Background: an optimization exercise with open tools, aiming at small area and a short achievable clock period. Do not read the settings as production practice.
The RTL was checked by simulation tests, not by an equivalence proof against the original design.

File: design.v
package tile_cfg_pkg;
  localparam int unsigned WB_ADDR_W = 32;
  localparam int unsigned WB_DATA_W = 32;
  localparam logic [WB_ADDR_W-1:0] REG_CTRL   = 32'h0;
  localparam logic [WB_ADDR_W-1:0] REG_OPND   = 32'h4;
  localparam logic [WB_ADDR_W-1:0] REG_RESULT = 32'h8;
  localparam logic [WB_ADDR_W-1:0] REG_STATUS = 32'hC;
  localparam int unsigned REG_SEL_LSB = 2;
  localparam int unsigned REG_SEL_W   = 2;
  localparam int unsigned CTRL_OP_LSB  = 0;
  localparam int unsigned CTRL_OP_W    = 2;
  localparam int unsigned CTRL_LEN_LSB = 8;
  localparam int unsigned CTRL_LEN_W   = 8;
  localparam int unsigned STAT_EVT_BIT    = 0;
  localparam int unsigned STAT_RVALID_BIT = 1;
  localparam int unsigned STAT_OFULL_BIT  = 2;
  localparam int unsigned STAT_CNT_LSB    = 8;
endpackage
package hwpe_pkg;
  localparam int unsigned OPERAND_W = 16;
  localparam int unsigned RESULT_W  = 32;
  typedef enum logic [1:0] {
    OP_ADD = 2'd0,
    OP_MUL = 2'd1,
    OP_MAC = 2'd2
  } opcode_e;
  typedef struct packed {
    logic [OPERAND_W-1:0] b;
    logic [OPERAND_W-1:0] a;
  } operand_pair_t;
  typedef logic [RESULT_W-1:0] result_t;
endpackage
module hwpe_stream_fifo #(
  parameter int unsigned Depth     = 4,
  parameter int unsigned Width     = 32
) (
  input  logic     clk_i,
  input  logic     rst_n_i,
  input  logic     in_valid_i,
  output logic     in_ready_o,
  input  logic [Width-1:0] in_data_i,
  output logic     out_valid_o,
  input  logic     out_ready_i,
  output logic [Width-1:0] out_data_o
);
  localparam int unsigned PTR_W = (Depth > 1) ? $clog2(Depth) : 1;
  localparam int unsigned CNT_W = $clog2(Depth + 1);
  localparam logic [PTR_W-1:0] LAST = PTR_W'(Depth - 1);
  logic [Width-1:0] mem_q [Depth];
  logic [PTR_W-1:0] wr_ptr_q;
  logic [PTR_W-1:0] rd_ptr_q;
  logic [CNT_W-1:0] count_q;
  logic             push;
  logic             pop;
  assign in_ready_o  = (count_q != CNT_W'(Depth));
  assign out_valid_o = (count_q != '0);
  assign out_data_o  = mem_q[rd_ptr_q];
  assign push = in_valid_i & in_ready_o;
  assign pop  = out_valid_o & out_ready_i;
  always_ff @(posedge clk_i or negedge rst_n_i) begin
    if (!rst_n_i) begin
      wr_ptr_q <= '0;
      rd_ptr_q <= '0;
      count_q  <= '0;
    end else begin
      if (push) begin
        wr_ptr_q <= (wr_ptr_q == LAST) ? '0 : wr_ptr_q + 1'b1;
      end
      if (pop) begin
        rd_ptr_q <= (rd_ptr_q == LAST) ? '0 : rd_ptr_q + 1'b1;
      end
      if (push && !pop) begin
        count_q <= count_q + 1'b1;
      end else if (pop && !push) begin
        count_q <= count_q - 1'b1;
      end
    end
  end
  always_ff @(posedge clk_i) begin
    if (push) begin
      mem_q[wr_ptr_q] <= in_data_i;
    end
  end
endmodule
module hwpe_ctrl_decode (
  input  logic                                      clk_i,
  input  logic                                      rst_n_i,
  input  logic                                      wb_cyc_i,
  input  logic                                      wb_stb_i,
  input  logic                                      wb_we_i,
  input  logic [tile_cfg_pkg::WB_ADDR_W-1:0]        wb_adr_i,
  input  logic [tile_cfg_pkg::WB_DATA_W-1:0]        wb_dat_i,
  output logic [tile_cfg_pkg::WB_DATA_W-1:0]        wb_dat_o,
  output logic                                      wb_ack_o,
  output logic                                      wb_err_o,
  output logic                                      opnd_valid_o,
  input  logic                                      opnd_ready_i,
  output hwpe_pkg::operand_pair_t                   opnd_data_o,
  output logic                                      start_o,
  output hwpe_pkg::opcode_e                         opcode_o,
  output logic [tile_cfg_pkg::CTRL_LEN_W-1:0]       job_len_o,
  input  logic                                      res_valid_i,
  input  hwpe_pkg::result_t                         res_data_i,
  input  logic [tile_cfg_pkg::CTRL_LEN_W-1:0]       consumed_i,
  input  logic                                      evt_i,
  output logic                                      res_pop_o
);
  localparam logic [1:0] SEL_CTRL =
    2'(tile_cfg_pkg::REG_CTRL >> tile_cfg_pkg::REG_SEL_LSB);
  localparam logic [1:0] SEL_OPND =
    2'(tile_cfg_pkg::REG_OPND >> tile_cfg_pkg::REG_SEL_LSB);
  localparam logic [1:0] SEL_RESULT =
    2'(tile_cfg_pkg::REG_RESULT >> tile_cfg_pkg::REG_SEL_LSB);
  logic [tile_cfg_pkg::REG_SEL_W-1:0] reg_sel;
  logic                               req;
  logic [tile_cfg_pkg::WB_DATA_W-1:0] ctrl_q;
  logic [tile_cfg_pkg::WB_DATA_W-1:0] status_word;
  logic [tile_cfg_pkg::WB_DATA_W-1:0] rdata_d;
  logic                               ack_d;
  logic                               err_d;
  assign req     = wb_cyc_i & wb_stb_i & ~wb_ack_o & ~wb_err_o;
  assign reg_sel = wb_adr_i[tile_cfg_pkg::REG_SEL_LSB +: tile_cfg_pkg::REG_SEL_W];
  assign opnd_valid_o = req & wb_we_i & (reg_sel == SEL_OPND);
  assign opnd_data_o  = hwpe_pkg::operand_pair_t'(wb_dat_i);
  assign res_pop_o = req & ~wb_we_i & (reg_sel == SEL_RESULT) & res_valid_i;
  assign opcode_o  = hwpe_pkg::opcode_e'(
    ctrl_q[tile_cfg_pkg::CTRL_OP_LSB +: tile_cfg_pkg::CTRL_OP_W]);
  assign job_len_o = ctrl_q[tile_cfg_pkg::CTRL_LEN_LSB +: tile_cfg_pkg::CTRL_LEN_W];
  always_comb begin
    status_word = '0;
    status_word[tile_cfg_pkg::STAT_EVT_BIT]    = evt_i;
    status_word[tile_cfg_pkg::STAT_RVALID_BIT] = res_valid_i;
    status_word[tile_cfg_pkg::STAT_OFULL_BIT]  = ~opnd_ready_i;
    status_word[tile_cfg_pkg::STAT_CNT_LSB +: tile_cfg_pkg::CTRL_LEN_W] = consumed_i;
  end
  always_comb begin
    ack_d   = 1'b0;
    err_d   = 1'b0;
    rdata_d = '0;
    if (req) begin
      case (reg_sel)
        SEL_CTRL: begin
          ack_d   = 1'b1;
          rdata_d = ctrl_q;
        end
        SEL_OPND: begin
          ack_d = ~wb_we_i | opnd_ready_i;
        end
        SEL_RESULT: begin
          if (wb_we_i || res_valid_i) begin
            ack_d   = 1'b1;
            rdata_d = res_data_i;
          end else begin
            err_d = 1'b1;
          end
        end
        default: begin
          ack_d   = 1'b1;
          rdata_d = status_word;
        end
      endcase
    end
  end
  always_ff @(posedge clk_i or negedge rst_n_i) begin
    if (!rst_n_i) begin
      wb_ack_o <= 1'b0;
      wb_err_o <= 1'b0;
      start_o  <= 1'b0;
      ctrl_q   <= '0;
    end else begin
      wb_ack_o <= ack_d;
      wb_err_o <= err_d;
      start_o  <= req & wb_we_i & (reg_sel == SEL_CTRL);
      if (req && wb_we_i && (reg_sel == SEL_CTRL)) begin
        ctrl_q <= wb_dat_i;
      end
    end
  end
  always_ff @(posedge clk_i) begin
    wb_dat_o <= rdata_d;
  end
endmodule
module hwpe_mac_engine (
  input  logic                    clk_i,
  input  logic                    rst_n_i,
  input  logic                    start_i,
  input  hwpe_pkg::opcode_e       opcode_i,
  input  logic                    opnd_valid_i,
  output logic                    opnd_ready_o,
  input  hwpe_pkg::operand_pair_t opnd_data_i,
  output logic                    res_valid_o,
  input  logic                    res_ready_i,
  output hwpe_pkg::result_t       res_data_o
);
  hwpe_pkg::opcode_e op_q;
  hwpe_pkg::result_t acc_q;
  hwpe_pkg::result_t res_q;
  hwpe_pkg::result_t sum;
  hwpe_pkg::result_t prod;
  hwpe_pkg::result_t mac;
  hwpe_pkg::result_t res_d;
  logic              valid_q;
  logic              fire;
  assign opnd_ready_o = ~valid_q | res_ready_i;
  assign fire         = opnd_valid_i & opnd_ready_o;
  assign sum  = hwpe_pkg::result_t'(opnd_data_i.a) + hwpe_pkg::result_t'(opnd_data_i.b);
  assign prod = hwpe_pkg::result_t'(opnd_data_i.a) * hwpe_pkg::result_t'(opnd_data_i.b);
  assign mac  = acc_q + prod;
  always_comb begin
    case (op_q)
      hwpe_pkg::OP_MUL: res_d = prod;
      hwpe_pkg::OP_MAC: res_d = mac;
      default:          res_d = sum;
    endcase
  end
  always_ff @(posedge clk_i or negedge rst_n_i) begin
    if (!rst_n_i) begin
      op_q    <= hwpe_pkg::OP_ADD;
      acc_q   <= '0;
      valid_q <= 1'b0;
    end else begin
      if (start_i) begin
        op_q  <= opcode_i;
        acc_q <= '0;
      end else if (fire && (op_q == hwpe_pkg::OP_MAC)) begin
        acc_q <= mac;
      end
      if (fire) begin
        valid_q <= 1'b1;
      end else if (res_ready_i) begin
        valid_q <= 1'b0;
      end
    end
  end
  always_ff @(posedge clk_i) begin
    if (fire) begin
      res_q <= res_d;
    end
  end
  assign res_valid_o = valid_q;
  assign res_data_o  = res_q;
endmodule
module hwpe_result_unit (
  input  logic                                clk_i,
  input  logic                                rst_n_i,
  input  logic                                start_i,
  input  logic [tile_cfg_pkg::CTRL_LEN_W-1:0] job_len_i,
  input  logic                                res_valid_i,
  output logic                                res_ready_o,
  input  hwpe_pkg::result_t                   res_data_i,
  input  logic                                pop_i,
  output logic                                head_valid_o,
  output hwpe_pkg::result_t                   head_data_o,
  output logic [tile_cfg_pkg::CTRL_LEN_W-1:0] consumed_o,
  output logic                                evt_o
);
  logic [tile_cfg_pkg::CTRL_LEN_W-1:0] len_q;
  logic [tile_cfg_pkg::CTRL_LEN_W-1:0] count_q;
  logic [tile_cfg_pkg::CTRL_LEN_W-1:0] count_inc;
  hwpe_pkg::result_t                   head_q;
  logic                                head_valid_q;
  logic                                evt_q;
  logic                                load;
  assign res_ready_o = ~head_valid_q | pop_i;
  assign load        = res_valid_i & res_ready_o;
  assign count_inc   = count_q + 1'b1;
  always_ff @(posedge clk_i or negedge rst_n_i) begin
    if (!rst_n_i) begin
      head_valid_q <= 1'b0;
      len_q        <= '0;
      count_q      <= '0;
      evt_q        <= 1'b0;
    end else begin
      if (load) begin
        head_valid_q <= 1'b1;
      end else if (pop_i) begin
        head_valid_q <= 1'b0;
      end
      if (start_i) begin
        len_q   <= job_len_i;
        count_q <= '0;
        evt_q   <= 1'b0;
      end else if (pop_i) begin
        count_q <= count_inc;
        if ((count_inc == len_q) && (len_q != '0)) begin
          evt_q <= 1'b1;
        end
      end
    end
  end
  always_ff @(posedge clk_i) begin
    if (load) begin
      head_q <= res_data_i;
    end
  end
  assign head_valid_o = head_valid_q;
  assign head_data_o  = head_q;
  assign consumed_o   = count_q;
  assign evt_o        = evt_q;
endmodule
module cluster_hwpe_tile #(
  parameter int unsigned OpndDepth = 4,
  parameter int unsigned ResDepth  = 4
) (
  input  logic                               clk_i,
  input  logic                               rst_n_i,
  input  logic                               wb_cyc_i,
  input  logic                               wb_stb_i,
  input  logic                               wb_we_i,
  input  logic [tile_cfg_pkg::WB_ADDR_W-1:0] wb_adr_i,
  input  logic [tile_cfg_pkg::WB_DATA_W-1:0] wb_dat_i,
  output logic [tile_cfg_pkg::WB_DATA_W-1:0] wb_dat_o,
  output logic                               wb_ack_o,
  output logic                               wb_err_o,
  output logic                               evt_o
);
  logic                                opnd_valid;
  logic                                opnd_ready;
  hwpe_pkg::operand_pair_t             opnd_data;
  logic                                eng_in_valid;
  logic                                eng_in_ready;
  hwpe_pkg::operand_pair_t             eng_in_data;
  logic                                eng_out_valid;
  logic                                eng_out_ready;
  hwpe_pkg::result_t                   eng_out_data;
  logic                                rf_valid;
  logic                                rf_ready;
  hwpe_pkg::result_t                   rf_data;
  logic                                head_valid;
  hwpe_pkg::result_t                   head_data;
  logic [tile_cfg_pkg::CTRL_LEN_W-1:0] consumed;
  logic [tile_cfg_pkg::CTRL_LEN_W-1:0] job_len;
  hwpe_pkg::opcode_e                   opcode;
  logic                                start;
  logic                                res_pop;
  hwpe_ctrl_decode i_decode (
    .clk_i        (clk_i),
    .rst_n_i      (rst_n_i),
    .wb_cyc_i     (wb_cyc_i),
    .wb_stb_i     (wb_stb_i),
    .wb_we_i      (wb_we_i),
    .wb_adr_i     (wb_adr_i),
    .wb_dat_i     (wb_dat_i),
    .wb_dat_o     (wb_dat_o),
    .wb_ack_o     (wb_ack_o),
    .wb_err_o     (wb_err_o),
    .opnd_valid_o (opnd_valid),
    .opnd_ready_i (opnd_ready),
    .opnd_data_o  (opnd_data),
    .start_o      (start),
    .opcode_o     (opcode),
    .job_len_o    (job_len),
    .res_valid_i  (head_valid),
    .res_data_i   (head_data),
    .consumed_i   (consumed),
    .evt_i        (evt_o),
    .res_pop_o    (res_pop)
  );
  hwpe_stream_fifo #(
    .Depth    (OpndDepth),
    .Width    (2 * hwpe_pkg::OPERAND_W)
  ) i_opnd_fifo (
    .clk_i      (clk_i),
    .rst_n_i    (rst_n_i),
    .in_valid_i (opnd_valid),
    .in_ready_o (opnd_ready),
    .in_data_i  (opnd_data),
    .out_valid_o(eng_in_valid),
    .out_ready_i(eng_in_ready),
    .out_data_o (eng_in_data)
  );
  hwpe_mac_engine i_engine (
    .clk_i       (clk_i),
    .rst_n_i     (rst_n_i),
    .start_i     (start),
    .opcode_i    (opcode),
    .opnd_valid_i(eng_in_valid),
    .opnd_ready_o(eng_in_ready),
    .opnd_data_i (eng_in_data),
    .res_valid_o (eng_out_valid),
    .res_ready_i (eng_out_ready),
    .res_data_o  (eng_out_data)
  );
  hwpe_stream_fifo #(
    .Depth    (ResDepth),
    .Width    (hwpe_pkg::RESULT_W)
  ) i_res_fifo (
    .clk_i      (clk_i),
    .rst_n_i    (rst_n_i),
    .in_valid_i (eng_out_valid),
    .in_ready_o (eng_out_ready),
    .in_data_i  (eng_out_data),
    .out_valid_o(rf_valid),
    .out_ready_i(rf_ready),
    .out_data_o (rf_data)
  );
  hwpe_result_unit i_result (
    .clk_i       (clk_i),
    .rst_n_i     (rst_n_i),
    .start_i     (start),
    .job_len_i   (job_len),
    .res_valid_i (rf_valid),
    .res_ready_o (rf_ready),
    .res_data_i  (rf_data),
    .pop_i       (res_pop),
    .head_valid_o(head_valid),
    .head_data_o (head_data),
    .consumed_o  (consumed),
    .evt_o       (evt_o)
  );
endmodule
File: run.sh
#!/bin/bash
# synth_recipe.tcl (not shown) runs the flow's synth.tcl, then flattens the netlist and writes it again
# the make line also repeats each setting of config.mk as NAME=value (left out here)
make -C /OpenROAD-flow-scripts/flow DESIGN_CONFIG=/design/flow/config.mk WORK_HOME=/design/flow/orfs CLKGATE_MAP_FILE= SYNTH_SCRIPT=/design/flow/synth_recipe.tcl finish
File: config.mk
export PLATFORM = sky130hd
export DESIGN_NAME = cluster_hwpe_tile
export DESIGN_NICKNAME = cluster_hwpe_tile
export VERILOG_FILES = /design/flow/design.v
export SDC_FILE = /design/flow/constraint.sdc
export NUM_CORES = 4
export LEC_CHECK = 0
export CAP_MARGIN = 20
export CORE_MARGIN = 2
export CORE_UTILIZATION = 40
export SLEW_MARGIN = 20
File: constraint.sdc
create_clock -name core_clock -period 10.0 [get_ports {clk_i}]
set_input_delay 2.0000 -clock core_clock [delete_from_list [all_inputs] [get_ports {clk_i}]]
set_output_delay 2.0000 -clock core_clock [all_outputs]
set_load 0.01 [all_outputs]
==> key figures <==
Logic synthesis
  • Area leader, netlist: edfxtp_1
  • Synthesized area per cell: 11.6 µm²
  • Seq/Total Area, Yosys: 45.4%
  • Synthesized area: 0.0282 mm²
  • Top-count cell post-synth: nand2_1
  • Synth top cells by count: 341 x nand2_1, 320 x edfxtp_1, 290 x inv_1
  • Ys flop type: edfxtp_1
  • Top post-synthesis cells by area: edfxtp_1 34%, fa_1 14%, dfrtp_1 9.0%, ha_1 7.5%, nand2_1 4.5%
  • Async SR Flop Fraction: 22.5%
  • Net Count, Synth: 2,858
  • Synth Warn #: 4
  • Gate Count Post-Synth: 2,421
  • Post-synth EDFFs: 320
  • Share of the synthesized area in the top cell type: 34.1%
  • Post-synthesis cell type count: 84
  • Flops & latches, synth: 454

Final layout
  • Ant diodes: 0
  • Fillers: 6,398
  • Share of cells above drive strength 1: 10.0%
  • Number of nets in the layout: 2,955
  • Design area: 0.0318 mm²
  • Layout Area Growth over Synthesis: 12.8%

Setup path
  • Worst EP required: 10.50 ns
  • Crit-path slowest cell: dfrtp_4
  • WP buf/inv: 8
  • Worst Setup End Kind: flop
  • Crit path largest cell delay: 0.59 ns
  • CP arrival: 10.01 ns
  • Peak fanout along the critical path: 12
  • Cell family with most CP delay: adder cells
  • Critical R2R Launch: i_opnd_fifo.rd_ptr_q[0]
  • Crit start category: flop
  • Crit path top cell by count: fa_1
  • CP Class: reg -> reg
  • CP Launch Point: i_opnd_fifo.rd_ptr_q[0]

Timing
  • Fmax: 105 MHz
  • RSZ-0062 raised after global routing: false
  • Tightest Pin Transition: 0.955 ns
  • Setup TNS: 0 ns
  • Slew HR: 36.3%
  • Fin worst setup slack: 0.486 ns
  • Setup-failing EPs final: 0
  • Slew Limit Fails: 0
  • Worst Skew: 0.0225 ns
  • Period Utilization, post-route: 95.1%
  • Final Critical Period: 9.51 ns
  • Final Hold Fails: 0

Hold path
  • Hold/Removal Path Class: reg -> reg
  • HP Start: i_result.head_q[3]

Clocking
  • Root buffer cell: clkbuf_16
  • H-tree levels: 2
  • Num CTS Buffers: 46
  • CTS tree: done
  • Hold Buf Count CTS: 0
  • Clock-pin slew on the worst setup and hold paths: 0.06 ns
  • Skew-Pair Late Insertion Delay: 0.59 ns
  • CTS Buffer Depth: 3
  • TritonCTS sink count: 454

Routing
  • # DRC: 0
  • Routed via count: 18,400
  • WL final: 71,300 µm
  • DR iter-0 viols: 1,304
  • Antenna viol nets, final: 0
  • DRT Pass-1 Iters: 5
  • Vias/cell: 5.27
  • Wire per inst: 20.4 µm

Placed design
  • Final GP Congestion: 0.872
  • Area post-placement: 0.0302 mm²
  • Pre-CTS setup slack: 0.370 ns
  • DP Wirelength: 52,300 µm
  • Port bufs: 73

Floorplanning
  • Core Area: 0.0699 mm²
  • Initial core utilization: 40.3%
  • Die area: 0.0727 mm²
  • # IOs: 104
  • Die width: 270 µm
  • Die span in y: 270 µm
  • Rows: 97

GRT
  • Largest net degree at the start of global routing: 53
  • Vias in the first global route: 19,300
  • Grt ovf: 0
  • Initial antenna violation count: 2
  • Gr usage total: 20.0%
  • First-pass GRT wire length: 112,000 µm

Run status
  • Status: timing/DRC/antenna clean

Flow run
  • Max-Cap Viols: 0
cell type report:
class	instances	area, µm²	share of cell area [%]
Timing Repair Buffer	147	1300	4.09
Clock inverter	30	338	1.06
Clock buffer	55	1220	3.82
Multi-Input combinational cell	1577	13900	43.6
Inverter	292	1100	3.45
Sequential cell	454	12800	40.3
Tap cell	940	1180	3.70
flip-flops by register name, indices dropped and copies added (netlist names), 2 cells and up:
register,count
i_engine.res_q,32
i_engine.acc_q,32
i_engine.op_q,2
i_res_fifo.rd_ptr_q,2
i_opnd_fifo.count_q,3
i_opnd_fifo.wr_ptr_q,2
i_decode.wb_dat_o,32
i_opnd_fifo.mem_q,128
i_res_fifo.wr_ptr_q,2
i_res_fifo.mem_q,128
i_res_fifo.count_q,3
i_result.count_q,8
i_decode.ctrl_q,32
i_result.head_q,32
i_result.len_q,8
i_opnd_fifo.rd_ptr_q,2
metal layers:
layer / routed length [µm] / share of wire [%] / global-route usage, % / up-vias
met5: 0 / 0 / 0 / -
met4: 3020 / 4.2 / 7.95 / 0
met3: 4270 / 6.0 / 3.70 / 140
met2: 34200 / 48 / 33.0 / 550
met1: 29900 / 42 / 26.1 / 9265
li1: - / - / - / 8473
timing repair:
| action | 4_1_cts | 5_1_grt |
|---|---|---|
| buffers inserted | 0 | 7 |
| endpoints found under the hold margin | 0 | 0 |
| gates resized for setup | 0 | 4 |
| endpoints found under the setup margin | 0 | 15 |
layout by cell type (no fill, tap or decap), types with 14 or more instances in the layout:
| cell | n |
|---|---|
| fa_1 | 198 |
| edfxtp_1 | 320 |
| a21o_1 | 40 |
| ha_1 | 170 |
| dfxtp_1 | 32 |
| mux2_2 | 20 |
| mux4_2 | 56 |
| nand3_1 | 27 |
| dfrtp_1 | 97 |
| o21ai_0 | 48 |
| clkbuf_16 | 46 |
| a21oi_1 | 96 |
| and2_1 | 73 |
| a221oi_1 | 14 |
| xnor2_1 | 52 |
| buf_4 | 73 |
| nor2_1 | 154 |
| nor3_1 | 25 |
| a22oi_1 | 37 |
| inv_1 | 288 |
| nand2_1 | 341 |
| xor2_1 | 27 |
| clkdlybuf4s50_1 | 72 |
| o21a_1 | 19 |
worst register-to-register path: cells and delay by family (launching register included):
kind / cells / cell delay [ns]
buf+inv: 8 / 1.06
fa+ha+maj: 9 / 3.71
compound gates: 11 / 2.71
simple gates: 6 / 1.40
flops: 1 / 0.59
final timing paths:
kind | end | slack, ns | depth (start not counted)
max | i_engine.acc_q[24] | 0.49 | 34
min | i_decode.wb_dat_o[3] | 0.48 | 2
max reg2reg | i_engine.acc_q[24] | 0.49 | 34
min reg2reg | i_decode.wb_dat_o[3] | 0.48 | 2
max in group asynchronous | i_opnd_fifo.rd_ptr_q[1] | 7.26 | 2
min in group asynchronous | i_opnd_fifo.wr_ptr_q[1] | 1.46 | 1
cell families (layout without fill, tap and decap cells):
group,count (synthesis),in the layout,synth area share (%)
XOR/XNOR,79,79,2.45
AND/OR/NAND/NOR,692,692,10.9
AO/OA/AOI/OAI,349,349,8.44
buffers and inverters,390,524,5.53
adder cells (fa/ha/maj),368,368,21.6
flip-flops,454,454,45.4
multiplexers,89,89,5.74
metrics by stage:
step	utilization (%)	hold WS (ns)	std cells
2_1_floorplan	-	0.446	2421
3_3_place_gp	43.2	0.465	3403
3_5_place_dp	43.2	0.467	3403
4_1_cts	45.4	0.483	3488
5_1_grt	45.5	0.508	3495
6_report	45.5	0.482	3495

re-timing with driven ports:
No port has a modelled driver above. Below, the same layout with a new extraction and two added sets of constraints. Step 1 assumes that a clkbuf_16 drives the clock port and a buf_2 every other input. Step 2, shift: input delay + t, output delay - t, t = (earliest + latest rising clock arrival at the registers) / 2. This alone moves slack from input paths to output paths. Three values: ideal, step 1, step 2; two values: the first two.
t (ns): 0.639
setup WS [ns]: 0.486 / 0.486 / 0.486
latest minus earliest clock arrival (ns): 0.025 / 0.025
slew at the worst register clock pin (ns): 0.07 / 0.07
pins driven straight from the clock port: 1
After both steps setup and hold are still met in this run. For this run, drivers alone change the setup slack by 0.000 ns; drivers and shift together by 0.000 ns.
